This is an optimization exercise on Yosys and OpenROAD, whose aim is small area, not a production implementation.
Function was checked by simulation only, so behaviour that the tests miss may differ from the original.

File: flow/config.mk
export PLATFORM = sky130hd
export DESIGN_NAME = delay_calc_top
export DESIGN_NICKNAME = delay_calc_top
export VERILOG_FILES = /design/flow/design.v
export SDC_FILE = /design/flow/constraint.sdc
export NUM_CORES = 4
export LEC_CHECK = 0
export CAP_MARGIN = 20
export CORE_MARGIN = 2
export CORE_UTILIZATION = 40
export GPL_TIMING_DRIVEN = 0
export SLEW_MARGIN = 20
File: flow/constraint.sdc
create_clock -name core_clock -period 7.5 [get_ports {clk}]
set_input_delay 1.5000 -clock core_clock [delete_from_list [all_inputs] [get_ports {clk}]]
set_output_delay 1.5000 -clock core_clock [all_outputs]
set_load 0.01 [all_outputs]
File: flow/design.v
`default_nettype none
package delay_pkg;
    localparam int coord_w = 16;           
    localparam int elem_w  = 7;            
    localparam int delay_w = 8;            
endpackage
`default_nettype wire
`default_nettype none
module delay_decode (
    input  logic [15:0] x_elem,
    input  logic [15:0] z_elem,
    input  logic [15:0] x_focus,
    input  logic [15:0] z_focus,
    output logic [10:0] dx,
    output logic [10:0] dz,
    output logic        far
);
    logic [16:0] x_diff;
    logic [16:0] z_diff;
    logic n0, n1, n2, n3, n4, n5, n6, n7, n8, n9, n10, n11;
    logic n12, n13, n14, n15, n16, n17, n18, n19, n20, n21, n22, n23;
    logic n24, n25, n26, n27, n28, n29, n30, n31, n32, n33, n34, n35;
    logic n36, n37, n38, n39, n40, n41, n42, n43, n44, n45, n46, n47;
    logic n48, n49, n50, n51, n52, n53, n54, n55, n56, n57, n58, n59;
    logic n60, n61, n62, n63, n64, n65, n66, n67, n68, n69, n70, n71;
    logic n72, n73, n74, n75, n76, n77, n78, n79, n80, n81, n82, n83;
    logic n84, n85, n86, n87, n88, n89, n90, n91, n92, n93, n94, n95;
    logic n96, n97, n98, n99, n100, n101;
    assign n0 = ~x_elem[0];
    assign n1 = ~x_elem[1];
    assign n2 = ~x_elem[2];
    assign n3 = ~x_elem[3];
    assign n4 = ~x_elem[4];
    assign n5 = ~x_elem[5];
    assign n6 = ~x_elem[6];
    assign n7 = ~x_elem[7];
    assign n8 = ~x_elem[8];
    assign n9 = ~x_elem[9];
    assign n10 = ~x_elem[10];
    assign n11 = ~x_elem[11];
    assign n12 = ~x_elem[12];
    assign n13 = ~x_elem[13];
    assign n14 = ~x_elem[14];
    assign n15 = ~x_elem[15];
    assign n16 = ~x_elem[15];
    assign n17 = ~(x_focus[0] ^ n0);
    assign n18 = x_focus[0] | n0;
    assign n19 = x_focus[1] ^ n1 ^ n18;
    assign n20 = (x_focus[1] & n1) | (x_focus[1] & n18) | (n1 & n18);
    assign n21 = x_focus[2] ^ n2 ^ n20;
    assign n22 = (x_focus[2] & n2) | (x_focus[2] & n20) | (n2 & n20);
    assign n23 = x_focus[3] ^ n3 ^ n22;
    assign n24 = (x_focus[3] & n3) | (x_focus[3] & n22) | (n3 & n22);
    assign n25 = x_focus[4] ^ n4 ^ n24;
    assign n26 = (x_focus[4] & n4) | (x_focus[4] & n24) | (n4 & n24);
    assign n27 = x_focus[5] ^ n5 ^ n26;
    assign n28 = (x_focus[5] & n5) | (x_focus[5] & n26) | (n5 & n26);
    assign n29 = x_focus[6] ^ n6 ^ n28;
    assign n30 = (x_focus[6] & n6) | (x_focus[6] & n28) | (n6 & n28);
    assign n31 = x_focus[7] ^ n7 ^ n30;
    assign n32 = (x_focus[7] & n7) | (x_focus[7] & n30) | (n7 & n30);
    assign n33 = x_focus[8] ^ n8 ^ n32;
    assign n34 = (x_focus[8] & n8) | (x_focus[8] & n32) | (n8 & n32);
    assign n35 = x_focus[9] ^ n9 ^ n34;
    assign n36 = (x_focus[9] & n9) | (x_focus[9] & n34) | (n9 & n34);
    assign n37 = x_focus[10] ^ n10 ^ n36;
    assign n38 = (x_focus[10] & n10) | (x_focus[10] & n36) | (n10 & n36);
    assign n39 = x_focus[11] ^ n11 ^ n38;
    assign n40 = (x_focus[11] & n11) | (x_focus[11] & n38) | (n11 & n38);
    assign n41 = x_focus[12] ^ n12 ^ n40;
    assign n42 = (x_focus[12] & n12) | (x_focus[12] & n40) | (n12 & n40);
    assign n43 = x_focus[13] ^ n13 ^ n42;
    assign n44 = (x_focus[13] & n13) | (x_focus[13] & n42) | (n13 & n42);
    assign n45 = x_focus[14] ^ n14 ^ n44;
    assign n46 = (x_focus[14] & n14) | (x_focus[14] & n44) | (n14 & n44);
    assign n47 = x_focus[15] ^ n15 ^ n46;
    assign n48 = (x_focus[15] & n15) | (x_focus[15] & n46) | (n15 & n46);
    assign n49 = x_focus[15] ^ n16 ^ n48;
    assign n50 = (x_focus[15] & n16) | (x_focus[15] & n48) | (n16 & n48);
    assign n51 = ~z_elem[0];
    assign n52 = ~z_elem[1];
    assign n53 = ~z_elem[2];
    assign n54 = ~z_elem[3];
    assign n55 = ~z_elem[4];
    assign n56 = ~z_elem[5];
    assign n57 = ~z_elem[6];
    assign n58 = ~z_elem[7];
    assign n59 = ~z_elem[8];
    assign n60 = ~z_elem[9];
    assign n61 = ~z_elem[10];
    assign n62 = ~z_elem[11];
    assign n63 = ~z_elem[12];
    assign n64 = ~z_elem[13];
    assign n65 = ~z_elem[14];
    assign n66 = ~z_elem[15];
    assign n67 = ~z_elem[15];
    assign n68 = ~(z_focus[0] ^ n51);
    assign n69 = z_focus[0] | n51;
    assign n70 = z_focus[1] ^ n52 ^ n69;
    assign n71 = (z_focus[1] & n52) | (z_focus[1] & n69) | (n52 & n69);
    assign n72 = z_focus[2] ^ n53 ^ n71;
    assign n73 = (z_focus[2] & n53) | (z_focus[2] & n71) | (n53 & n71);
    assign n74 = z_focus[3] ^ n54 ^ n73;
    assign n75 = (z_focus[3] & n54) | (z_focus[3] & n73) | (n54 & n73);
    assign n76 = z_focus[4] ^ n55 ^ n75;
    assign n77 = (z_focus[4] & n55) | (z_focus[4] & n75) | (n55 & n75);
    assign n78 = z_focus[5] ^ n56 ^ n77;
    assign n79 = (z_focus[5] & n56) | (z_focus[5] & n77) | (n56 & n77);
    assign n80 = z_focus[6] ^ n57 ^ n79;
    assign n81 = (z_focus[6] & n57) | (z_focus[6] & n79) | (n57 & n79);
    assign n82 = z_focus[7] ^ n58 ^ n81;
    assign n83 = (z_focus[7] & n58) | (z_focus[7] & n81) | (n58 & n81);
    assign n84 = z_focus[8] ^ n59 ^ n83;
    assign n85 = (z_focus[8] & n59) | (z_focus[8] & n83) | (n59 & n83);
    assign n86 = z_focus[9] ^ n60 ^ n85;
    assign n87 = (z_focus[9] & n60) | (z_focus[9] & n85) | (n60 & n85);
    assign n88 = z_focus[10] ^ n61 ^ n87;
    assign n89 = (z_focus[10] & n61) | (z_focus[10] & n87) | (n61 & n87);
    assign n90 = z_focus[11] ^ n62 ^ n89;
    assign n91 = (z_focus[11] & n62) | (z_focus[11] & n89) | (n62 & n89);
    assign n92 = z_focus[12] ^ n63 ^ n91;
    assign n93 = (z_focus[12] & n63) | (z_focus[12] & n91) | (n63 & n91);
    assign n94 = z_focus[13] ^ n64 ^ n93;
    assign n95 = (z_focus[13] & n64) | (z_focus[13] & n93) | (n64 & n93);
    assign n96 = z_focus[14] ^ n65 ^ n95;
    assign n97 = (z_focus[14] & n65) | (z_focus[14] & n95) | (n65 & n95);
    assign n98 = z_focus[15] ^ n66 ^ n97;
    assign n99 = (z_focus[15] & n66) | (z_focus[15] & n97) | (n66 & n97);
    assign n100 = z_focus[15] ^ n67 ^ n99;
    assign n101 = (z_focus[15] & n67) | (z_focus[15] & n99) | (n67 & n99);
    assign x_diff = {n49, n47, n45, n43, n41, n39, n37, n35, n33, n31, n29, n27, n25, n23, n21, n19, n17};
    assign z_diff = {n100, n98, n96, n94, n92, n90, n88, n86, n84, n82, n80, n78, n76, n74, n72, n70, n68};
    assign dx  = x_diff[10:0];
    assign dz  = z_diff[10:0];
    assign far = !(x_diff[16:10] == 7'h00 || x_diff[16:10] == 7'h7f) ||
                 !(z_diff[16:10] == 7'h00 || z_diff[16:10] == 7'h7f);
endmodule
`default_nettype wire
`default_nettype none
module dist_square_sum (
    input  logic [10:0] dx,
    input  logic [10:0] dz,
    output logic [21:0] sum_sq
);
    logic n0, n1, n2, n3, n4, n5, n6, n7, n8, n9, n10, n11;
    logic n12, n13, n14, n15, n16, n17, n18, n19, n20, n21, n22, n23;
    logic n24, n25, n26, n27, n28, n29, n30, n31, n32, n33, n34, n35;
    logic n36, n37, n38, n39, n40, n41, n42, n43, n44, n45, n46, n47;
    logic n48, n49, n50, n51, n52, n53, n54, n55, n56, n57, n58, n59;
    logic n60, n61, n62, n63, n64, n65, n66, n67, n68, n69, n70, n71;
    logic n72, n73, n74, n75, n76, n77, n78, n79, n80, n81, n82, n83;
    logic n84, n85, n86, n87, n88, n89, n90, n91, n92, n93, n94, n95;
    logic n96, n97, n98, n99, n100, n101, n102, n103, n104, n105, n106, n107;
    logic n108, n109, n110, n111, n112, n113, n114, n115, n116, n117, n118, n119;
    logic n120, n121, n122, n123, n124, n125, n126, n127, n128, n129, n130, n131;
    logic n132, n133, n134, n135, n136, n137, n138, n139, n140, n141, n142, n143;
    logic n144, n145, n146, n147, n148, n149, n150, n151, n152, n153, n154, n155;
    logic n156, n157, n158, n159, n160, n161, n162, n163, n164, n165, n166, n167;
    logic n168, n169, n170, n171, n172, n173, n174, n175, n176, n177, n178, n179;
    logic n180, n181, n182, n183, n184, n185, n186, n187, n188, n189, n190, n191;
    logic n192, n193, n194, n195, n196, n197, n198, n199, n200, n201, n202, n203;
    logic n204, n205, n206, n207, n208, n209, n210, n211, n212, n213, n214, n215;
    logic n216, n217, n218, n219, n220, n221, n222, n223, n224, n225, n226, n227;
    logic n228, n229, n230, n231, n232, n233, n234, n235, n236, n237, n238, n239;
    logic n240, n241, n242, n243, n244, n245, n246, n247, n248, n249, n250, n251;
    logic n252, n253, n254, n255, n256, n257, n258, n259, n260, n261, n262, n263;
    logic n264, n265, n266, n267, n268, n269, n270, n271, n272, n273, n274, n275;
    logic n276, n277, n278, n279, n280, n281, n282, n283, n284, n285, n286, n287;
    logic n288, n289, n290, n291, n292, n293, n294, n295, n296, n297, n298, n299;
    logic n300, n301, n302, n303, n304, n305, n306, n307, n308, n309, n310, n311;
    logic n312, n313, n314, n315, n316, n317, n318, n319, n320, n321, n322, n323;
    logic n324, n325, n326, n327, n328, n329, n330, n331, n332, n333, n334, n335;
    logic n336, n337, n338, n339, n340, n341, n342, n343, n344, n345, n346, n347;
    logic n348, n349, n350, n351, n352, n353, n354, n355, n356, n357, n358, n359;
    logic n360, n361, n362, n363, n364, n365, n366, n367, n368, n369, n370, n371;
    logic n372, n373, n374, n375, n376, n377;
    assign n0 = dx[0] & dx[1];
    assign n1 = dx[0] & dx[2];
    assign n2 = dx[0] & dx[3];
    assign n3 = dx[0] & dx[4];
    assign n4 = dx[0] & dx[5];
    assign n5 = dx[0] & dx[6];
    assign n6 = dx[0] & dx[7];
    assign n7 = dx[0] & dx[8];
    assign n8 = dx[0] & dx[9];
    assign n9 = dx[1] & dx[2];
    assign n10 = dx[1] & dx[3];
    assign n11 = dx[1] & dx[4];
    assign n12 = dx[1] & dx[5];
    assign n13 = dx[1] & dx[6];
    assign n14 = dx[1] & dx[7];
    assign n15 = dx[1] & dx[8];
    assign n16 = dx[1] & dx[9];
    assign n17 = dx[2] & dx[3];
    assign n18 = dx[2] & dx[4];
    assign n19 = dx[2] & dx[5];
    assign n20 = dx[2] & dx[6];
    assign n21 = dx[2] & dx[7];
    assign n22 = dx[2] & dx[8];
    assign n23 = dx[2] & dx[9];
    assign n24 = dx[3] & dx[4];
    assign n25 = dx[3] & dx[5];
    assign n26 = dx[3] & dx[6];
    assign n27 = dx[3] & dx[7];
    assign n28 = dx[3] & dx[8];
    assign n29 = dx[3] & dx[9];
    assign n30 = dx[4] & dx[5];
    assign n31 = dx[4] & dx[6];
    assign n32 = dx[4] & dx[7];
    assign n33 = dx[4] & dx[8];
    assign n34 = dx[4] & dx[9];
    assign n35 = dx[5] & dx[6];
    assign n36 = dx[5] & dx[7];
    assign n37 = dx[5] & dx[8];
    assign n38 = dx[5] & dx[9];
    assign n39 = dx[6] & dx[7];
    assign n40 = dx[6] & dx[8];
    assign n41 = dx[6] & dx[9];
    assign n42 = dx[7] & dx[8];
    assign n43 = dx[7] & dx[9];
    assign n44 = dx[8] & dx[9];
    assign n45 = ~(dx[10] & dx[0]);
    assign n46 = ~(dx[10] & dx[1]);
    assign n47 = ~(dx[10] & dx[2]);
    assign n48 = ~(dx[10] & dx[3]);
    assign n49 = ~(dx[10] & dx[4]);
    assign n50 = ~(dx[10] & dx[5]);
    assign n51 = ~(dx[10] & dx[6]);
    assign n52 = ~(dx[10] & dx[7]);
    assign n53 = ~(dx[10] & dx[8]);
    assign n54 = ~(dx[10] & dx[9]);
    assign n55 = dz[0] & dz[1];
    assign n56 = dz[0] & dz[2];
    assign n57 = dz[0] & dz[3];
    assign n58 = dz[0] & dz[4];
    assign n59 = dz[0] & dz[5];
    assign n60 = dz[0] & dz[6];
    assign n61 = dz[0] & dz[7];
    assign n62 = dz[0] & dz[8];
    assign n63 = dz[0] & dz[9];
    assign n64 = dz[1] & dz[2];
    assign n65 = dz[1] & dz[3];
    assign n66 = dz[1] & dz[4];
    assign n67 = dz[1] & dz[5];
    assign n68 = dz[1] & dz[6];
    assign n69 = dz[1] & dz[7];
    assign n70 = dz[1] & dz[8];
    assign n71 = dz[1] & dz[9];
    assign n72 = dz[2] & dz[3];
    assign n73 = dz[2] & dz[4];
    assign n74 = dz[2] & dz[5];
    assign n75 = dz[2] & dz[6];
    assign n76 = dz[2] & dz[7];
    assign n77 = dz[2] & dz[8];
    assign n78 = dz[2] & dz[9];
    assign n79 = dz[3] & dz[4];
    assign n80 = dz[3] & dz[5];
    assign n81 = dz[3] & dz[6];
    assign n82 = dz[3] & dz[7];
    assign n83 = dz[3] & dz[8];
    assign n84 = dz[3] & dz[9];
    assign n85 = dz[4] & dz[5];
    assign n86 = dz[4] & dz[6];
    assign n87 = dz[4] & dz[7];
    assign n88 = dz[4] & dz[8];
    assign n89 = dz[4] & dz[9];
    assign n90 = dz[5] & dz[6];
    assign n91 = dz[5] & dz[7];
    assign n92 = dz[5] & dz[8];
    assign n93 = dz[5] & dz[9];
    assign n94 = dz[6] & dz[7];
    assign n95 = dz[6] & dz[8];
    assign n96 = dz[6] & dz[9];
    assign n97 = dz[7] & dz[8];
    assign n98 = dz[7] & dz[9];
    assign n99 = dz[8] & dz[9];
    assign n100 = ~(dz[10] & dz[0]);
    assign n101 = ~(dz[10] & dz[1]);
    assign n102 = ~(dz[10] & dz[2]);
    assign n103 = ~(dz[10] & dz[3]);
    assign n104 = ~(dz[10] & dz[4]);
    assign n105 = ~(dz[10] & dz[5]);
    assign n106 = ~(dz[10] & dz[6]);
    assign n107 = ~(dz[10] & dz[7]);
    assign n108 = ~(dz[10] & dz[8]);
    assign n109 = ~(dz[10] & dz[9]);
    assign n110 = n6 ^ n13;
    assign n111 = n6 & n13;
    assign n112 = n8 ^ n15 ^ n21;
    assign n113 = (n8 & n15) | (n8 & n21) | (n15 & n21);
    assign n114 = n26 ^ n30;
    assign n115 = n26 & n30;
    assign n116 = n16 ^ n22 ^ n27;
    assign n117 = (n16 & n22) | (n16 & n27) | (n22 & n27);
    assign n118 = n31 ^ n45;
    assign n119 = n31 & n45;
    assign n120 = n23 ^ n28 ^ n32;
    assign n121 = (n23 & n28) | (n23 & n32) | (n28 & n32);
    assign n122 = n35 ^ dx[6] ^ n46;
    assign n123 = (n35 & dx[6]) | (n35 & n46) | (dx[6] & n46);
    assign n124 = n78 ^ n83 ^ n87;
    assign n125 = (n78 & n83) | (n78 & n87) | (n83 & n87);
    assign n126 = n29 ^ n33 ^ n36;
    assign n127 = (n29 & n33) | (n29 & n36) | (n33 & n36);
    assign n128 = n34 ^ n37 ^ n39;
    assign n129 = (n34 & n37) | (n34 & n39) | (n37 & n39);
    assign n130 = n4 ^ n11 ^ n17;
    assign n131 = (n4 & n11) | (n4 & n17) | (n11 & n17);
    assign n132 = n5 ^ n12;
    assign n133 = n5 & n12;
    assign n134 = n19 ^ n24 ^ dx[4];
    assign n135 = (n19 & n24) | (n19 & dx[4]) | (n24 & dx[4]);
    assign n136 = n61 ^ n68 ^ n74;
    assign n137 = (n61 & n68) | (n61 & n74) | (n68 & n74);
    assign n138 = n7 ^ n14 ^ n20;
    assign n139 = (n7 & n14) | (n7 & n20) | (n14 & n20);
    assign n140 = n25 ^ n62 ^ n69;
    assign n141 = (n25 & n62) | (n25 & n69) | (n62 & n69);
    assign n142 = n75 ^ n80;
    assign n143 = n75 & n80;
    assign n144 = dx[5] ^ n63 ^ n70;
    assign n145 = (dx[5] & n63) | (dx[5] & n70) | (n63 & n70);
    assign n146 = n76 ^ n81 ^ n85;
    assign n147 = (n76 & n81) | (n76 & n85) | (n81 & n85);
    assign n148 = dz[5] ^ n112 ^ n114;
    assign n149 = (dz[5] & n112) | (dz[5] & n114) | (n112 & n114);
    assign n150 = n71 ^ n77 ^ n82;
    assign n151 = (n71 & n77) | (n71 & n82) | (n77 & n82);
    assign n152 = n86 ^ n100 ^ n113;
    assign n153 = (n86 & n100) | (n86 & n113) | (n100 & n113);
    assign n154 = n115 ^ n116 ^ n118;
    assign n155 = (n115 & n116) | (n115 & n118) | (n116 & n118);
    assign n156 = n90 ^ dz[6] ^ n101;
    assign n157 = (n90 & dz[6]) | (n90 & n101) | (dz[6] & n101);
    assign n158 = ~(n117 ^ n119);
    assign n159 = n117 | n119;
    assign n160 = n120 ^ n122 ^ n124;
    assign n161 = (n120 & n122) | (n120 & n124) | (n122 & n124);
    assign n162 = n47 ^ n84 ^ n88;
    assign n163 = (n47 & n84) | (n47 & n88) | (n84 & n88);
    assign n164 = n91 ^ n102 ^ n121;
    assign n165 = (n91 & n102) | (n91 & n121) | (n102 & n121);
    assign n166 = n123 ^ n125 ^ n126;
    assign n167 = (n123 & n125) | (n123 & n126) | (n125 & n126);
    assign n168 = dx[7] ^ n48 ^ n89;
    assign n169 = (dx[7] & n48) | (dx[7] & n89) | (n48 & n89);
    assign n170 = n92 ^ n94 ^ dz[7];
    assign n171 = (n92 & n94) | (n92 & dz[7]) | (n94 & dz[7]);
    assign n172 = n103 ^ n127 ^ n128;
    assign n173 = (n103 & n127) | (n103 & n128) | (n127 & n128);
    assign n174 = n38 ^ n40 ^ n49;
    assign n175 = (n38 & n40) | (n38 & n49) | (n40 & n49);
    assign n176 = n93 ^ n95 ^ n104;
    assign n177 = (n93 & n95) | (n93 & n104) | (n95 & n104);
    assign n178 = n41 ^ n42 ^ dx[8];
    assign n179 = (n41 & n42) | (n41 & dx[8]) | (n42 & dx[8]);
    assign n180 = n50 ^ n96 ^ n97;
    assign n181 = (n50 & n96) | (n50 & n97) | (n96 & n97);
    assign n182 = n2 ^ n9 ^ dx[2];
    assign n183 = (n2 & n9) | (n2 & dx[2]) | (n9 & dx[2]);
    assign n184 = n3 ^ n10;
    assign n185 = n3 & n10;
    assign n186 = dx[3] ^ n59 ^ n66;
    assign n187 = (dx[3] & n59) | (dx[3] & n66) | (n59 & n66);
    assign n188 = n72 ^ dz[3];
    assign n189 = n72 & dz[3];
    assign n190 = n18 ^ n60 ^ n67;
    assign n191 = (n18 & n60) | (n18 & n67) | (n60 & n67);
    assign n192 = n73 ^ n131 ^ n132;
    assign n193 = (n73 & n131) | (n73 & n132) | (n131 & n132);
    assign n194 = n79 ^ dz[4] ^ n110;
    assign n195 = (n79 & dz[4]) | (n79 & n110) | (dz[4] & n110);
    assign n196 = n133 ^ n134 ^ n136;
    assign n197 = (n133 & n134) | (n133 & n136) | (n134 & n136);
    assign n198 = n111 ^ n135 ^ n137;
    assign n199 = (n111 & n135) | (n111 & n137) | (n135 & n137);
    assign n200 = n138 ^ n140 ^ n142;
    assign n201 = (n138 & n140) | (n138 & n142) | (n140 & n142);
    assign n202 = n139 ^ n141 ^ n143;
    assign n203 = (n139 & n141) | (n139 & n143) | (n141 & n143);
    assign n204 = n144 ^ n146 ^ n148;
    assign n205 = (n144 & n146) | (n144 & n148) | (n146 & n148);
    assign n206 = n145 ^ n147 ^ n149;
    assign n207 = (n145 & n147) | (n145 & n149) | (n147 & n149);
    assign n208 = n150 ^ n152 ^ n154;
    assign n209 = (n150 & n152) | (n150 & n154) | (n152 & n154);
    assign n210 = n151 ^ n153 ^ n155;
    assign n211 = (n151 & n153) | (n151 & n155) | (n153 & n155);
    assign n212 = n156 ^ n158 ^ n160;
    assign n213 = (n156 & n158) | (n156 & n160) | (n158 & n160);
    assign n214 = n157 ^ n159 ^ n161;
    assign n215 = (n157 & n159) | (n157 & n161) | (n159 & n161);
    assign n216 = n162 ^ n164 ^ n166;
    assign n217 = (n162 & n164) | (n162 & n166) | (n164 & n166);
    assign n218 = n163 ^ n165 ^ n167;
    assign n219 = (n163 & n165) | (n163 & n167) | (n165 & n167);
    assign n220 = n168 ^ n170 ^ n172;
    assign n221 = (n168 & n170) | (n168 & n172) | (n170 & n172);
    assign n222 = n129 ^ n169 ^ n171;
    assign n223 = (n129 & n169) | (n129 & n171) | (n169 & n171);
    assign n224 = n173 ^ n174 ^ n176;
    assign n225 = (n173 & n174) | (n173 & n176) | (n174 & n176);
    assign n226 = dz[8] ^ n105 ^ n175;
    assign n227 = (dz[8] & n105) | (dz[8] & n175) | (n105 & n175);
    assign n228 = n177 ^ n178 ^ n180;
    assign n229 = (n177 & n178) | (n177 & n180) | (n178 & n180);
    assign n230 = n43 ^ n51 ^ n98;
    assign n231 = (n43 & n51) | (n43 & n98) | (n51 & n98);
    assign n232 = n106 ^ n179 ^ n181;
    assign n233 = (n106 & n179) | (n106 & n181) | (n179 & n181);
    assign n234 = n44 ^ dx[9] ^ n52;
    assign n235 = (n44 & dx[9]) | (n44 & n52) | (dx[9] & n52);
    assign n236 = n99 ^ dz[9] ^ n107;
    assign n237 = (n99 & dz[9]) | (n99 & n107) | (dz[9] & n107);
    assign n238 = n0 ^ dx[1];
    assign n239 = n0 & dx[1];
    assign n240 = n57 ^ n64;
    assign n241 = n57 & n64;
    assign n242 = n58 ^ n65 ^ n183;
    assign n243 = (n58 & n65) | (n58 & n183) | (n65 & n183);
    assign n244 = n130 ^ n185 ^ n186;
    assign n245 = (n130 & n185) | (n130 & n186) | (n185 & n186);
    assign n246 = n187 ^ n189 ^ n190;
    assign n247 = (n187 & n189) | (n187 & n190) | (n189 & n190);
    assign n248 = n191 ^ n193 ^ n194;
    assign n249 = (n191 & n193) | (n191 & n194) | (n193 & n194);
    assign n250 = n195 ^ n197 ^ n198;
    assign n251 = (n195 & n197) | (n195 & n198) | (n197 & n198);
    assign n252 = n199 ^ n201 ^ n202;
    assign n253 = (n199 & n201) | (n199 & n202) | (n201 & n202);
    assign n254 = n203 ^ n205 ^ n206;
    assign n255 = (n203 & n205) | (n203 & n206) | (n205 & n206);
    assign n256 = n207 ^ n209 ^ n210;
    assign n257 = (n207 & n209) | (n207 & n210) | (n209 & n210);
    assign n258 = n211 ^ n213 ^ n214;
    assign n259 = (n211 & n213) | (n211 & n214) | (n213 & n214);
    assign n260 = n215 ^ n217 ^ n218;
    assign n261 = (n215 & n217) | (n215 & n218) | (n217 & n218);
    assign n262 = n219 ^ n221 ^ n222;
    assign n263 = (n219 & n221) | (n219 & n222) | (n221 & n222);
    assign n264 = n223 ^ n225 ^ n226;
    assign n265 = (n223 & n225) | (n223 & n226) | (n225 & n226);
    assign n266 = n227 ^ n229 ^ n230;
    assign n267 = (n227 & n229) | (n227 & n230) | (n229 & n230);
    assign n268 = n231 ^ n233 ^ n234;
    assign n269 = (n231 & n233) | (n231 & n234) | (n233 & n234);
    assign n270 = n53 ^ n108 ^ n235;
    assign n271 = (n53 & n108) | (n53 & n235) | (n108 & n235);
    assign n272 = dx[10] ^ n54 ^ dz[10];
    assign n273 = (dx[10] & n54) | (dx[10] & dz[10]) | (n54 & dz[10]);
    assign n274 = n55 ^ dz[1];
    assign n275 = n55 & dz[1];
    assign n276 = n1 ^ n56 ^ n239;
    assign n277 = (n1 & n56) | (n1 & n239) | (n56 & n239);
    assign n278 = dz[2] ^ n182 ^ n240;
    assign n279 = (dz[2] & n182) | (dz[2] & n240) | (n182 & n240);
    assign n280 = n184 ^ n241 ^ n242;
    assign n281 = (n184 & n241) | (n184 & n242) | (n241 & n242);
    assign n282 = n188 ^ n243 ^ n244;
    assign n283 = (n188 & n243) | (n188 & n244) | (n243 & n244);
    assign n284 = n192 ^ n245 ^ n246;
    assign n285 = (n192 & n245) | (n192 & n246) | (n245 & n246);
    assign n286 = n196 ^ n247 ^ n248;
    assign n287 = (n196 & n247) | (n196 & n248) | (n247 & n248);
    assign n288 = n200 ^ n249 ^ n250;
    assign n289 = (n200 & n249) | (n200 & n250) | (n249 & n250);
    assign n290 = n204 ^ n251 ^ n252;
    assign n291 = (n204 & n251) | (n204 & n252) | (n251 & n252);
    assign n292 = n208 ^ n253 ^ n254;
    assign n293 = (n208 & n253) | (n208 & n254) | (n253 & n254);
    assign n294 = n212 ^ n255 ^ n256;
    assign n295 = (n212 & n255) | (n212 & n256) | (n255 & n256);
    assign n296 = n216 ^ n257 ^ n258;
    assign n297 = (n216 & n257) | (n216 & n258) | (n257 & n258);
    assign n298 = n220 ^ n259 ^ n260;
    assign n299 = (n220 & n259) | (n220 & n260) | (n259 & n260);
    assign n300 = n224 ^ n261 ^ n262;
    assign n301 = (n224 & n261) | (n224 & n262) | (n261 & n262);
    assign n302 = n228 ^ n263 ^ n264;
    assign n303 = (n228 & n263) | (n228 & n264) | (n263 & n264);
    assign n304 = n232 ^ n265 ^ n266;
    assign n305 = (n232 & n265) | (n232 & n266) | (n265 & n266);
    assign n306 = n236 ^ n267 ^ n268;
    assign n307 = (n236 & n267) | (n236 & n268) | (n267 & n268);
    assign n308 = n237 ^ n269 ^ n270;
    assign n309 = (n237 & n269) | (n237 & n270) | (n269 & n270);
    assign n310 = n109 ^ n271 ^ n272;
    assign n311 = (n109 & n271) | (n109 & n272) | (n271 & n272);
    assign n312 = dx[0] ^ dz[0];
    assign n313 = dx[0] & dz[0];
    assign n314 = n238 ^ n274;
    assign n315 = n238 & n274;
    assign n316 = n275 ^ n276 ^ n315;
    assign n317 = (n275 & n276) | (n275 & n315) | (n276 & n315);
    assign n318 = n277 ^ n278 ^ n317;
    assign n319 = (n277 & n278) | (n277 & n317) | (n278 & n317);
    assign n320 = n279 ^ n280 ^ n319;
    assign n321 = (n279 & n280) | (n279 & n319) | (n280 & n319);
    assign n322 = n281 ^ n282 ^ n321;
    assign n323 = (n281 & n282) | (n281 & n321) | (n282 & n321);
    assign n324 = n283 ^ n284 ^ n323;
    assign n325 = (n283 & n284) | (n283 & n323) | (n284 & n323);
    assign n326 = n285 ^ n286 ^ n325;
    assign n327 = (n285 & n286) | (n285 & n325) | (n286 & n325);
    assign n328 = n287 ^ n288 ^ n327;
    assign n329 = (n287 & n288) | (n287 & n327) | (n288 & n327);
    assign n330 = n289 ^ n290 ^ n329;
    assign n331 = (n289 & n290) | (n289 & n329) | (n290 & n329);
    assign n332 = n291 ^ n292 ^ n331;
    assign n333 = (n291 & n292) | (n291 & n331) | (n292 & n331);
    assign n334 = n293 ^ n294 ^ n333;
    assign n335 = (n293 & n294) | (n293 & n333) | (n294 & n333);
    assign n336 = n295 ^ n296 ^ n335;
    assign n337 = (n295 & n296) | (n295 & n335) | (n296 & n335);
    assign n338 = n297 ^ n298;
    assign n339 = n297 & n298;
    assign n340 = n299 ^ n300 ^ n339;
    assign n341 = (n299 & n300) | (n299 & n339) | (n300 & n339);
    assign n342 = n301 ^ n302 ^ n341;
    assign n343 = (n301 & n302) | (n301 & n341) | (n302 & n341);
    assign n344 = n303 ^ n304 ^ n343;
    assign n345 = (n303 & n304) | (n303 & n343) | (n304 & n343);
    assign n346 = n305 ^ n306 ^ n345;
    assign n347 = (n305 & n306) | (n305 & n345) | (n306 & n345);
    assign n348 = n307 ^ n308 ^ n347;
    assign n349 = (n307 & n308) | (n307 & n347) | (n308 & n347);
    assign n350 = n309 ^ n310 ^ n349;
    assign n351 = (n309 & n310) | (n309 & n349) | (n310 & n349);
    assign n352 = n273 ^ n311 ^ n351;
    assign n353 = (n273 & n311) | (n273 & n351) | (n311 & n351);
    assign n354 = ~(n297 ^ n298);
    assign n355 = n297 | n298;
    assign n356 = n299 ^ n300 ^ n355;
    assign n357 = (n299 & n300) | (n299 & n355) | (n300 & n355);
    assign n358 = n301 ^ n302 ^ n357;
    assign n359 = (n301 & n302) | (n301 & n357) | (n302 & n357);
    assign n360 = n303 ^ n304 ^ n359;
    assign n361 = (n303 & n304) | (n303 & n359) | (n304 & n359);
    assign n362 = n305 ^ n306 ^ n361;
    assign n363 = (n305 & n306) | (n305 & n361) | (n306 & n361);
    assign n364 = n307 ^ n308 ^ n363;
    assign n365 = (n307 & n308) | (n307 & n363) | (n308 & n363);
    assign n366 = n309 ^ n310 ^ n365;
    assign n367 = (n309 & n310) | (n309 & n365) | (n310 & n365);
    assign n368 = n273 ^ n311 ^ n367;
    assign n369 = (n273 & n311) | (n273 & n367) | (n311 & n367);
    assign n370 = n337 ? n354 : n338;
    assign n371 = n337 ? n356 : n340;
    assign n372 = n337 ? n358 : n342;
    assign n373 = n337 ? n360 : n344;
    assign n374 = n337 ? n362 : n346;
    assign n375 = n337 ? n364 : n348;
    assign n376 = n337 ? n366 : n350;
    assign n377 = n337 ? n368 : n352;
    assign sum_sq = {n377, n376, n375, n374, n373, n372, n371, n370, n336, n334, n332, n330, n328, n326, n324, n322, n320, n318, n316, n314, n313, n312};
endmodule
`default_nettype wire
`default_nettype none
module isqrt_steps_0_6 (
    input  logic [15:0] t_in,
    output logic [7:0] r_out,
    output logic [3:0] t_out,
    output logic [5:0] q_out
);
    logic n0, n1, n2, n3, n4, n5, n6, n7, n8, n9, n10, n11;
    logic n12, n13, n14, n15, n16, n17, n18, n19, n20, n21, n22, n23;
    logic n24, n25, n26, n27, n28, n29, n30, n31, n32, n33, n34, n35;
    logic n36, n37, n38, n39, n40, n41, n42, n43, n44, n45, n46, n47;
    logic n48, n49, n50, n51, n52, n53, n54, n55, n56, n57, n58, n59;
    logic n60, n61, n62, n63, n64, n65, n66, n67, n68, n69, n70, n71;
    logic n72, n73, n74, n75, n76, n77, n78, n79, n80, n81, n82, n83;
    logic n84, n85, n86, n87, n88, n89, n90, n91, n92, n93, n94, n95;
    logic n96, n97, n98, n99, n100, n101, n102, n103, n104, n105, n106, n107;
    logic n108, n109;
    assign n0 = ~t_in[14];
    assign n1 = ~(t_in[15] ^ t_in[14]);
    assign n2 = t_in[15] | t_in[14];
    assign n3 = ~n2;
    assign n4 = ~n3;
    assign n5 = ~n3;
    assign n6 = n4 ^ n5;
    assign n7 = ~n3;
    assign n8 = ~n3;
    assign n9 = t_in[12] ^ n3 ^ n8;
    assign n10 = (t_in[12] & n3) | (t_in[12] & n8) | (n3 & n8);
    assign n11 = ~(t_in[13] ^ n10);
    assign n12 = t_in[13] | n10;
    assign n13 = n0 ^ n6 ^ n12;
    assign n14 = (n0 & n6) | (n0 & n12) | (n6 & n12);
    assign n15 = n1 ^ n7 ^ n14;
    assign n16 = (n1 & n7) | (n1 & n14) | (n7 & n14);
    assign n17 = ~n15;
    assign n18 = ~n15;
    assign n19 = n17 ^ n18;
    assign n20 = ~n15;
    assign n21 = n4 ^ n20;
    assign n22 = ~n15;
    assign n23 = ~n15;
    assign n24 = t_in[10] ^ n15 ^ n23;
    assign n25 = (t_in[10] & n15) | (t_in[10] & n23) | (n15 & n23);
    assign n26 = ~(t_in[11] ^ n25);
    assign n27 = t_in[11] | n25;
    assign n28 = n9 ^ n19 ^ n27;
    assign n29 = (n9 & n19) | (n9 & n27) | (n19 & n27);
    assign n30 = n11 ^ n21 ^ n29;
    assign n31 = (n11 & n21) | (n11 & n29) | (n21 & n29);
    assign n32 = n13 ^ n22 ^ n31;
    assign n33 = (n13 & n22) | (n13 & n31) | (n22 & n31);
    assign n34 = ~n32;
    assign n35 = ~n32;
    assign n36 = n34 ^ n35;
    assign n37 = ~n32;
    assign n38 = n17 ^ n37;
    assign n39 = ~n32;
    assign n40 = n4 ^ n39;
    assign n41 = ~n32;
    assign n42 = ~n32;
    assign n43 = t_in[8] ^ n32 ^ n42;
    assign n44 = (t_in[8] & n32) | (t_in[8] & n42) | (n32 & n42);
    assign n45 = ~(t_in[9] ^ n44);
    assign n46 = t_in[9] | n44;
    assign n47 = n24 ^ n36 ^ n46;
    assign n48 = (n24 & n36) | (n24 & n46) | (n36 & n46);
    assign n49 = n26 ^ n38 ^ n48;
    assign n50 = (n26 & n38) | (n26 & n48) | (n38 & n48);
    assign n51 = n28 ^ n40 ^ n50;
    assign n52 = (n28 & n40) | (n28 & n50) | (n40 & n50);
    assign n53 = n30 ^ n41 ^ n52;
    assign n54 = (n30 & n41) | (n30 & n52) | (n41 & n52);
    assign n55 = ~n53;
    assign n56 = ~n53;
    assign n57 = n55 ^ n56;
    assign n58 = ~n53;
    assign n59 = n34 ^ n58;
    assign n60 = ~n53;
    assign n61 = n17 ^ n60;
    assign n62 = ~n53;
    assign n63 = n4 ^ n62;
    assign n64 = ~n53;
    assign n65 = ~n53;
    assign n66 = t_in[6] ^ n53 ^ n65;
    assign n67 = (t_in[6] & n53) | (t_in[6] & n65) | (n53 & n65);
    assign n68 = ~(t_in[7] ^ n67);
    assign n69 = t_in[7] | n67;
    assign n70 = n43 ^ n57 ^ n69;
    assign n71 = (n43 & n57) | (n43 & n69) | (n57 & n69);
    assign n72 = n45 ^ n59 ^ n71;
    assign n73 = (n45 & n59) | (n45 & n71) | (n59 & n71);
    assign n74 = n47 ^ n61 ^ n73;
    assign n75 = (n47 & n61) | (n47 & n73) | (n61 & n73);
    assign n76 = n49 ^ n63 ^ n75;
    assign n77 = (n49 & n63) | (n49 & n75) | (n63 & n75);
    assign n78 = n51 ^ n64 ^ n77;
    assign n79 = (n51 & n64) | (n51 & n77) | (n64 & n77);
    assign n80 = ~n78;
    assign n81 = ~n78;
    assign n82 = n80 ^ n81;
    assign n83 = ~n78;
    assign n84 = n55 ^ n83;
    assign n85 = ~n78;
    assign n86 = n34 ^ n85;
    assign n87 = ~n78;
    assign n88 = n17 ^ n87;
    assign n89 = ~n78;
    assign n90 = n4 ^ n89;
    assign n91 = ~n78;
    assign n92 = ~n78;
    assign n93 = t_in[4] ^ n78 ^ n92;
    assign n94 = (t_in[4] & n78) | (t_in[4] & n92) | (n78 & n92);
    assign n95 = ~(t_in[5] ^ n94);
    assign n96 = t_in[5] | n94;
    assign n97 = n66 ^ n82 ^ n96;
    assign n98 = (n66 & n82) | (n66 & n96) | (n82 & n96);
    assign n99 = n68 ^ n84 ^ n98;
    assign n100 = (n68 & n84) | (n68 & n98) | (n84 & n98);
    assign n101 = n70 ^ n86 ^ n100;
    assign n102 = (n70 & n86) | (n70 & n100) | (n86 & n100);
    assign n103 = n72 ^ n88 ^ n102;
    assign n104 = (n72 & n88) | (n72 & n102) | (n88 & n102);
    assign n105 = n74 ^ n90 ^ n104;
    assign n106 = (n74 & n90) | (n74 & n104) | (n90 & n104);
    assign n107 = n76 ^ n91 ^ n106;
    assign n108 = (n76 & n91) | (n76 & n106) | (n91 & n106);
    assign n109 = ~n107;
    assign r_out = {n107, n105, n103, n101, n99, n97, n95, n93};
    assign t_out = {t_in[3], t_in[2], t_in[1], t_in[0]};
    assign q_out = {n4, n17, n34, n55, n80, n109};
endmodule
module isqrt_steps_6_8 (
    input  logic [7:0] r_in,
    input  logic [5:0] q_in,
    input  logic [3:0] t_in,
    output logic [7:0] q_out
);
    logic n0, n1, n2, n3, n4, n5, n6, n7, n8, n9, n10, n11;
    logic n12, n13, n14, n15, n16, n17, n18, n19, n20, n21, n22, n23;
    logic n24, n25, n26, n27, n28, n29, n30, n31, n32, n33, n34, n35;
    logic n36, n37, n38, n39, n40, n41, n42, n43, n44, n45, n46, n47;
    logic n48, n49, n50, n51, n52, n53, n54, n55, n56, n57, n58, n59;
    logic n60, n61, n62, n63, n64, n65, n66, n67, n68, n69;
    assign n0 = ~r_in[7];
    assign n1 = q_in[0] ^ n0;
    assign n2 = ~r_in[7];
    assign n3 = q_in[1] ^ n2;
    assign n4 = ~r_in[7];
    assign n5 = q_in[2] ^ n4;
    assign n6 = ~r_in[7];
    assign n7 = q_in[3] ^ n6;
    assign n8 = ~r_in[7];
    assign n9 = q_in[4] ^ n8;
    assign n10 = ~r_in[7];
    assign n11 = q_in[5] ^ n10;
    assign n12 = ~r_in[7];
    assign n13 = ~r_in[7];
    assign n14 = t_in[2] ^ r_in[7] ^ n13;
    assign n15 = (t_in[2] & r_in[7]) | (t_in[2] & n13) | (r_in[7] & n13);
    assign n16 = ~(t_in[3] ^ n15);
    assign n17 = t_in[3] | n15;
    assign n18 = r_in[0] ^ n1 ^ n17;
    assign n19 = (r_in[0] & n1) | (r_in[0] & n17) | (n1 & n17);
    assign n20 = r_in[1] ^ n3 ^ n19;
    assign n21 = (r_in[1] & n3) | (r_in[1] & n19) | (n3 & n19);
    assign n22 = r_in[2] ^ n5 ^ n21;
    assign n23 = (r_in[2] & n5) | (r_in[2] & n21) | (n5 & n21);
    assign n24 = r_in[3] ^ n7 ^ n23;
    assign n25 = (r_in[3] & n7) | (r_in[3] & n23) | (n7 & n23);
    assign n26 = r_in[4] ^ n9 ^ n25;
    assign n27 = (r_in[4] & n9) | (r_in[4] & n25) | (n9 & n25);
    assign n28 = r_in[5] ^ n11 ^ n27;
    assign n29 = (r_in[5] & n11) | (r_in[5] & n27) | (n11 & n27);
    assign n30 = r_in[6] ^ n12 ^ n29;
    assign n31 = (r_in[6] & n12) | (r_in[6] & n29) | (n12 & n29);
    assign n32 = ~n30;
    assign n33 = ~n30;
    assign n34 = n32 ^ n33;
    assign n35 = ~n30;
    assign n36 = q_in[0] ^ n35;
    assign n37 = ~n30;
    assign n38 = q_in[1] ^ n37;
    assign n39 = ~n30;
    assign n40 = q_in[2] ^ n39;
    assign n41 = ~n30;
    assign n42 = q_in[3] ^ n41;
    assign n43 = ~n30;
    assign n44 = q_in[4] ^ n43;
    assign n45 = ~n30;
    assign n46 = q_in[5] ^ n45;
    assign n47 = ~n30;
    assign n48 = ~n30;
    assign n49 = t_in[0] ^ n30 ^ n48;
    assign n50 = (t_in[0] & n30) | (t_in[0] & n48) | (n30 & n48);
    assign n51 = ~(t_in[1] ^ n50);
    assign n52 = t_in[1] | n50;
    assign n53 = n14 ^ n34 ^ n52;
    assign n54 = (n14 & n34) | (n14 & n52) | (n34 & n52);
    assign n55 = n16 ^ n36 ^ n54;
    assign n56 = (n16 & n36) | (n16 & n54) | (n36 & n54);
    assign n57 = n18 ^ n38 ^ n56;
    assign n58 = (n18 & n38) | (n18 & n56) | (n38 & n56);
    assign n59 = n20 ^ n40 ^ n58;
    assign n60 = (n20 & n40) | (n20 & n58) | (n40 & n58);
    assign n61 = n22 ^ n42 ^ n60;
    assign n62 = (n22 & n42) | (n22 & n60) | (n42 & n60);
    assign n63 = n24 ^ n44 ^ n62;
    assign n64 = (n24 & n44) | (n24 & n62) | (n44 & n62);
    assign n65 = n26 ^ n46 ^ n64;
    assign n66 = (n26 & n46) | (n26 & n64) | (n46 & n64);
    assign n67 = n28 ^ n47 ^ n66;
    assign n68 = (n28 & n47) | (n28 & n66) | (n47 & n66);
    assign n69 = ~n67;
    assign q_out = {q_in[5], q_in[4], q_in[3], q_in[2], q_in[1], q_in[0], n32, n69};
endmodule
`default_nettype wire
`default_nettype none
`default_nettype wire
`default_nettype none
module delay_calc_top (
    input  logic                                 clk,
    input  logic                                 reset,
    input  logic                                 start,
    input  logic signed [delay_pkg::coord_w-1:0] x_elem,
    input  logic signed [delay_pkg::coord_w-1:0] z_elem,
    input  logic signed [delay_pkg::coord_w-1:0] x_focus,
    input  logic signed [delay_pkg::coord_w-1:0] z_focus,
    input  logic        [delay_pkg::elem_w-1:0]  elem,
    output logic        [delay_pkg::delay_w-1:0] delay_out,
    output logic        [delay_pkg::elem_w-1:0]  elem_out,
    output logic                                 done
);
    logic [10:0] dx, dz;
    logic        far;
    logic [10:0] p1_dx;
    logic [10:0] p1_dz;
    logic        p1_sat;
    logic [6:0] p1_tag;
    logic        p1_valid;
    logic [21:0] sum_sq_p1_dx;
    logic [15:0] p2_t;
    logic        p2_sat;
    logic [6:0] p2_tag;
    logic        p2_valid;
    logic [7:0] r_q6;
    logic [3:0] t_q6;
    logic [5:0] q_q6;
    logic [7:0] p3_r;
    logic [5:0] p3_q;
    logic [3:0] p3_t;
    logic        p3_sat;
    logic [6:0] p3_tag;
    logic        p3_valid;
    logic [7:0] q_q8;
    delay_decode u_decode (
        .x_elem (x_elem), .z_elem (z_elem), .x_focus (x_focus), .z_focus (z_focus),
        .dx (dx), .dz (dz), .far (far)
    );
    always_ff @(posedge clk) begin
        p1_valid <= (start && !reset);
        p1_dx <= dx;
        p1_dz <= dz;
        p1_sat <= far;
        p1_tag <= elem;
    end
    dist_square_sum u_sq_p1_dx (.dx (p1_dx), .dz (p1_dz), .sum_sq (sum_sq_p1_dx));
    always_ff @(posedge clk) begin
        p2_valid <= (p1_valid && !reset);
        p2_t <= sum_sq_p1_dx[19:4];
        p2_sat <= (p1_sat || sum_sq_p1_dx[21] || sum_sq_p1_dx[20]);
        p2_tag <= p1_tag;
    end
    isqrt_steps_0_6 u_root_0_6 (.t_in (p2_t), .r_out (r_q6), .t_out (t_q6), .q_out (q_q6));
    always_ff @(posedge clk) begin
        if (reset) begin
            p3_valid <= 1'b0;
            p3_r <= '0;
            p3_q <= '0;
            p3_t <= '0;
            p3_sat <= '0;
            p3_tag <= '0;
        end else begin
            p3_valid <= (p2_valid && !reset);
            if ((p2_valid && !reset)) begin
                p3_r <= r_q6;
                p3_q <= q_q6;
                p3_t <= t_q6;
                p3_sat <= p2_sat;
                p3_tag <= p2_tag;
            end
        end
    end
    isqrt_steps_6_8 u_root_6_8 (.r_in (p3_r), .q_in (p3_q), .t_in (p3_t), .q_out (q_q8));
    assign delay_out = q_q8 | {8{p3_sat}};
    assign elem_out  = p3_tag;
    assign done      = p3_valid;
endmodule
`default_nettype wire
File: flow/flow/run.sh
#!/bin/bash
# Layout flow: the standard flow (standard.sh) with these changes to how the layout is
# made:
#  - after the standard synthesis, fa_polarity.py re-balances the inverters around the
#    full-adder cells (flips self-dual adders; registers and ports untouched);
#  - the port buffers are sky130_fd_sc_hd__buf_1 cells;
#  - clock tree synthesis adds no dummy loads and uses clkbuf_8 cells;
#  - the buffers ABC inserted are removed at floorplan (repair adds back what timing needs).
# Each tool's output goes to a log file in this folder (ORFS's own logs stay under orfs/logs).
set -euo pipefail
W=$PWD
{
  echo "include $W/config.mk"
  echo "export BUFFER_PORTS_ARGS = -buffer_cell sky130_fd_sc_hd__buf_1"
  echo "export CTS_ARGS = -sink_clustering_enable -repair_clock_nets -dont_use_dummy_load -buf_list sky130_fd_sc_hd__clkbuf_8"
  echo "export REMOVE_ABC_BUFFERS = 1"
} > "$W/own_config.mk"
sed "s#DESIGN_CONFIG=[^ ]*#DESIGN_CONFIG=$W/own_config.mk#" standard.sh > "$W/own_standard.sh"
bash "$W/own_standard.sh" synth > "$W/own_synth.log" 2>&1
R=$(ls -d "$W"/orfs/results/*/delay_calc_top/base)
openroad -python -exit "$W/flow/fa_polarity.py" "$R/1_synth.odb" "$R/1_synth.odb" > "$W/own_fa_polarity.log" 2>&1
bash "$W/own_standard.sh" > "$W/own_flow.log" 2>&1
File: flow/flow/fa_polarity.py
"""Re-balance inverters around full-adder cells in a synthesized netlist (OpenROAD odb).

A full adder is self-dual: complementing its three inputs complements both outputs. Each
fa cell may therefore be "flipped" (used on complemented signals) without changing what
the design computes, as long as the signals into and out of it are complemented to match.
This script picks, for each fa cell, whether to flip it so that the number of inverters
needed between signal sources and their loads is smallest, then rewires: it removes the
inverters it models and adds one inverter per source net whose loads need the complement.
Registers, ports and all other cells are left as they are.

Usage: openroad -python -exit fa_polarity.py IN.odb OUT.odb
"""
import sys, random
import odb

src_path, dst_path = sys.argv[1], sys.argv[2]
db = odb.dbDatabase.create()
db = odb.read_db(db, src_path)
block = db.getChip().getBlock()

def mname(inst):
    return inst.getMaster().getName()

def is_fa(inst):
    return mname(inst).startswith('sky130_fd_sc_hd__fa_')

def is_inv(inst):
    return mname(inst).startswith('sky130_fd_sc_hd__inv_')

def sig_iterms(net):
    return [it for it in net.getITerms() if it.isInputSignal() or it.isOutputSignal()]

def driver(net):
    for it in net.getITerms():
        if it.isOutputSignal():
            return it
    return None

def inv_out_net(inv):
    for it in inv.getITerms():
        if it.isOutputSignal():
            return it.getNet()
    return None

def inv_in_net(inv):
    for it in inv.getITerms():
        if it.isInputSignal():
            return it.getNet()
    return None

insts = list(block.getInsts())
fas = [i for i in insts if is_fa(i)]
fa_id = {i.getName(): k for k, i in enumerate(fas)}
n_inv_before = sum(1 for i in insts if is_inv(i))

# Removable inverters: input net driven by a non-inverter cell or an input port, output
# net has no port and no inverter load.
removable = set()
for inv in insts:
    if not is_inv(inv):
        continue
    a, y = inv_in_net(inv), inv_out_net(inv)
    if a is None or y is None:
        continue
    d = driver(a)
    if d is not None and is_inv(d.getInst()):
        continue
    if len(list(y.getBTerms())) > 0:
        continue
    if any(it.isInputSignal() and is_inv(it.getInst()) for it in y.getITerms()):
        continue
    removable.add(inv.getName())

# Source nets and their loads: (iterm, parity). A load is an input iterm that is not a
# removable inverter.
sources = []      # list of dict(net, drv_fa (index or None), loads=[(iterm, parity)], invs=[inst])
fixed_fa = set()  # fa cells that must not flip (drive a port)
for net in block.getNets():
    if net.getSigType() in ('POWER', 'GROUND'):
        continue
    d = driver(net)
    if d is not None and is_inv(d.getInst()) and d.getInst().getName() in removable:
        continue
    loads, invs = [], []
    has_port_load = any(bt.getIoType() in ('OUTPUT', 'INOUT') for bt in net.getBTerms())
    for it in net.getITerms():
        if not it.isInputSignal():
            continue
        inst = it.getInst()
        if is_inv(inst) and inst.getName() in removable:
            invs.append(inst)
            for it2 in inv_out_net(inst).getITerms():
                if it2.isInputSignal():
                    loads.append((it2, 1))
        else:
            loads.append((it, 0))
    drv_fa = fa_id.get(d.getInst().getName()) if (d is not None and is_fa(d.getInst())) else None
    if has_port_load and drv_fa is not None:
        fixed_fa.add(drv_fa)
    if not invs and not any(is_fa(it.getInst()) for it, _ in loads) and drv_fa is None:
        continue
    sources.append(dict(net=net, drv=drv_fa, loads=loads, invs=invs))

# index: fa -> sources it touches
touch = {k: set() for k in range(len(fas))}
load_fa = []
for si, s in enumerate(sources):
    lf = []
    for it, par in s['loads']:
        inst = it.getInst()
        lf.append(fa_id.get(inst.getName()) if is_fa(inst) else None)
        if is_fa(inst):
            touch[fa_id[inst.getName()]].add(si)
    load_fa.append(lf)
    if s['drv'] is not None:
        touch[s['drv']].add(si)

x = [0] * len(fas)

def cost_src(si):
    s = sources[si]
    xs = x[s['drv']] if s['drv'] is not None else 0
    for (it, par), f in zip(s['loads'], load_fa[si]):
        if par ^ xs ^ (x[f] if f is not None else 0):
            return 1
    return 0

def total():
    return sum(cost_src(si) for si in range(len(sources)))

best = total()
start = best
rng = random.Random(1)
best_x = list(x)
for restart in range(30):
    if restart:
        x = list(best_x)
        for k in rng.sample(range(len(fas)), max(1, len(fas) // 10)):
            if k not in fixed_fa:
                x[k] ^= 1
    cur = total()
    improved = True
    while improved:
        improved = False
        order = list(range(len(fas)))
        rng.shuffle(order)
        for k in order:
            if k in fixed_fa:
                continue
            before = sum(cost_src(si) for si in touch[k])
            x[k] ^= 1
            after = sum(cost_src(si) for si in touch[k])
            if after < before:
                cur += after - before
                improved = True
            else:
                x[k] ^= 1
    if cur < best:
        best, best_x = cur, list(x)
x = best_x

# Rewire.
inv_master = db.findMaster('sky130_fd_sc_hd__inv_1')
count = 0
for si, s in enumerate(sources):
    xs = x[s['drv']] if s['drv'] is not None else 0
    need = [bool(par ^ xs ^ (x[f] if f is not None else 0)) for (it, par), f in zip(s['loads'], load_fa[si])]
    changed = xs or any(x[f] for f in load_fa[si] if f is not None) or s['invs']
    if not changed:
        continue
    for inv in s['invs']:
        y = inv_out_net(inv)
        odb.dbInst_destroy(inv)
    inv_net = None
    if any(need):
        name = 'fapol_n%d' % count
        inv_net = odb.dbNet_create(block, name)
        inst = odb.dbInst_create(block, inv_master, 'fapol_i%d' % count)
        count += 1
        for it in inst.getITerms():
            if it.isInputSignal():
                it.connect(s['net'])
            elif it.isOutputSignal():
                it.connect(inv_net)
    for (it, par), nd in zip(s['loads'], need):
        it.disconnect()
        it.connect(inv_net if nd else s['net'])

# Drop nets left without connections.
for net in list(block.getNets()):
    if len(list(net.getITerms())) == 0 and len(list(net.getBTerms())) == 0:
        odb.dbNet_destroy(net)

n_inv_after = sum(1 for i in block.getInsts() if is_inv(i))
print('fa_polarity: %d fa cells, %d flipped; modelled inverters %d -> %d; all inverters %d -> %d'
      % (len(fas), sum(x), start, best, n_inv_before, n_inv_after))
odb.write_db(db, dst_path)
File: flow/standard.sh
#!/bin/bash
# synth_recipe.tcl (not shown) runs the flow's synth.tcl, then flattens the netlist and writes it again
# the make line also repeats each setting of config.mk as NAME=value (left out here)
make -C /OpenROAD-flow-scripts/flow DESIGN_CONFIG=/design/flow/config.mk WORK_HOME=/design/flow/orfs CLKGATE_MAP_FILE= SYNTH_SCRIPT=/design/flow/synth_recipe.tcl "${@:-finish}"
==> summary.txt <==
* Hold_ws at 309 ps
* Postcts setup bufs at 0
* Worst-Margin Slew at 576 ps
* DP HPWL at ~11,000 um
* Initial antenna violation count at 0
* Synth warn at 1
* Vias in the first global route at 5,083
* Crit path required time at a little under 8000 ps
* DIE AREA at 0.0196 mm2
* Core box area at 0.0180 mm2
* TritonCTS clock tree: built
* Filler cell count at 1,766
* Hold Buf Count CTS at 0
* Syn Inst Count at between 700 and 800
* Worst min path class: reg -> reg
* Critical path type: in -> reg
* Final Hold Violating Endpoints at 0
* H-tree depth at 3
* Clock Tree Root: clkbuf_8
* Layout cells sized above 1 at 8.59%
* Mapped cell area at 0.00739 mm2
* Register area at 0.00167 mm2
* Multi-input logic area at 0.00524 mm2
* Final Cycle Share at 97.1%
* Final Routed Wirelength at 13,200 um
* Setup violations, final at 0
* CP Capture Type: register
* Fmax achieved at 0.137 GHz
* Initial detailed-routing violation count at 130
* Status: no timing/DRC/antenna violations
* Global-route wire length before repair at 23,300 um
* Worst-Skew Late Latency at 370 ps
* Crit start category: input pin
* WL per Instance at 13.1 um
* Worst Path Arrival at 7520 ps
* Sink Count at 83
* Inst Count DP at 1,000
* Row count at 49
* Max-slew violations at 0
* Worst Skew at 31.0 ps
* Total CTS buffers at 9
* Width of the die at 140 um
* Residual DRC at 0
* Antenna diode count at 0
* Clock Tree Buf Depth at 2
* Initial Utilization at between 40% and 50%
* Vias/cell at 4.62
* I/O Buffers at ~90
* Cell Count, Final, Fillers Out at between 1,000 and 1,500
* Critical Path Fanout Max at 2
* GRT overflow at 0
* Min Clock Period, post-route at between 7000 and 8000 ps
* Relative slew slack at 61.3%
* Area grow syn2layout at 10.1%
* DRT Pass-1 Iters at 4
* Global placement routability congestion at 0.792
* Antenna-violating nets left at 0
* Final net count at 1,026
* Clk slew on worst S/H paths at 100 ps
* IO Count at 90
* Gr usage total at between 10 and 15%
* Max cap viols at 0
* Largest net degree at the start of global routing at 30
* Via Count at 4,660
* Syn_area_per_cell at 10.4 um2
* Die height at between 100 and 150 um
-- sequential cells by signal (all words and copies together) (netlist names) --
signal	count
p1_dx	11
p1_dz	11
p1_sat	1
p1_tag	7
p1_valid	1
p2_sat	1
p2_t	16
p2_tag	7
p2_valid	1
p3_q	6
p3_r	8
p3_sat	1
p3_t	4
p3_tag	7
p3_valid	1
-- through the flow --
stage          setup slack, ps  TNS, ps  area, um2  utilization [%]
2_1_floorplan             -402     -402       7270                -
3_3_place_gp              -856     -856       7890             43.8
3_5_place_dp              -916     -916       7910             43.9
4_1_cts                   9.62        0       8090             44.9
5_1_grt                  -9.42    -9.42       8130             45.1
6_report                   214        0       8130             45.1
-- worst max-delay path: stages --
cell,delay [ps]
buf_1,70
inv_1,50
ha_1,130
inv_1,40
fa_1,380
fa_2,350
fa_2,340
fa_2,350
fa_2,400
fa_2,350
fa_2,340
fa_2,350
fa_2,350
fa_2,350
fa_2,340
fa_2,350
fa_2,350
fa_2,340
inv_2,60
fa_1,410
o31ai_2,230
o21ai_1,100
-- layout by cell type, fill, tap and decap left out, types with 5 or more instances in the layout --
master	n
inv_1	120
fa_1	108
buf_1	88
dfxtp_1	75
and2_1	70
nand2_1	47
nor2_1	38
ha_1	34
xnor2_1	30
fa_2	28
mux2i_1	22
xor2_1	14
nor2b_1	11
clkbuf_8	9
o21ai_0	7
or2_2	7
a21oi_1	7
dfxtp_2	7
nand2b_1	6
a211oi_1	5
-- path summary, 6_finish.rpt --
path              start        end  slack, ps  cells past startpoint
max reg2reg    p1_dx[2]     p2_sat        340                     20
max          x_focus[0]     p1_sat        210                     22
min           p1_tag[1]  p2_tag[1]        310                      0
min reg2reg   p1_tag[1]  p2_tag[1]        310                      0
-- area by class of cell --
cell class                 count  area share, %
clock buffer                   9           1.52
tap                          229           3.52
timing repair buffer          90           4.37
multi-input combinational    477           64.4
inverter                     121           5.58
sequential                    83           20.6
-- per-layer routing --
layer | global-route usage, % | up-vias | part of all wire, %
li1 | - | 2278 | -
met1 | 17.8 | 2289 | 43
met4 | 3.89 | 0 | 1.3
met3 | 2.53 | 16 | 3.0
met2 | 27.4 | 77 | 53
met5 | 0 | - | 0
-- repair_timing --
| item | in CTS | in global routing |
|---|---|---|
| endpoints found under the setup margin | 1 | 2 |
| gates resized for setup | 20 | 21 |
| pin swaps | 3 | 4 |

## re-timing with driven ports
No port has a modelled driver above. Below, the same layout with a new extraction and two added sets of constraints.
Step 1 assumes that a clkbuf_16 drives the clock port and a buf_2 every other input.
Step 2 times the ports against the registers' clock, not the clock port: input delays grow and output delays shrink by t, the midpoint of the rising clock arrivals with the driver on.
Slacks: no drivers / after step 1 / after step 2; pairs: no drivers / after step 1.
t, ns: 0.394
setup WS [ns]: 0.214 / 0.225 / -0.169
worst register clock-pin slew, ns: 0.10 / 0.10
worst data-port slew with drivers (ns): 0.04
pins driven straight from the clock port: 1
Met with ideal ports but missed after step 2: setup timing in this run. The setup slack of this run moves by +0.011 ns with the drivers and by -0.383 ns with both steps.
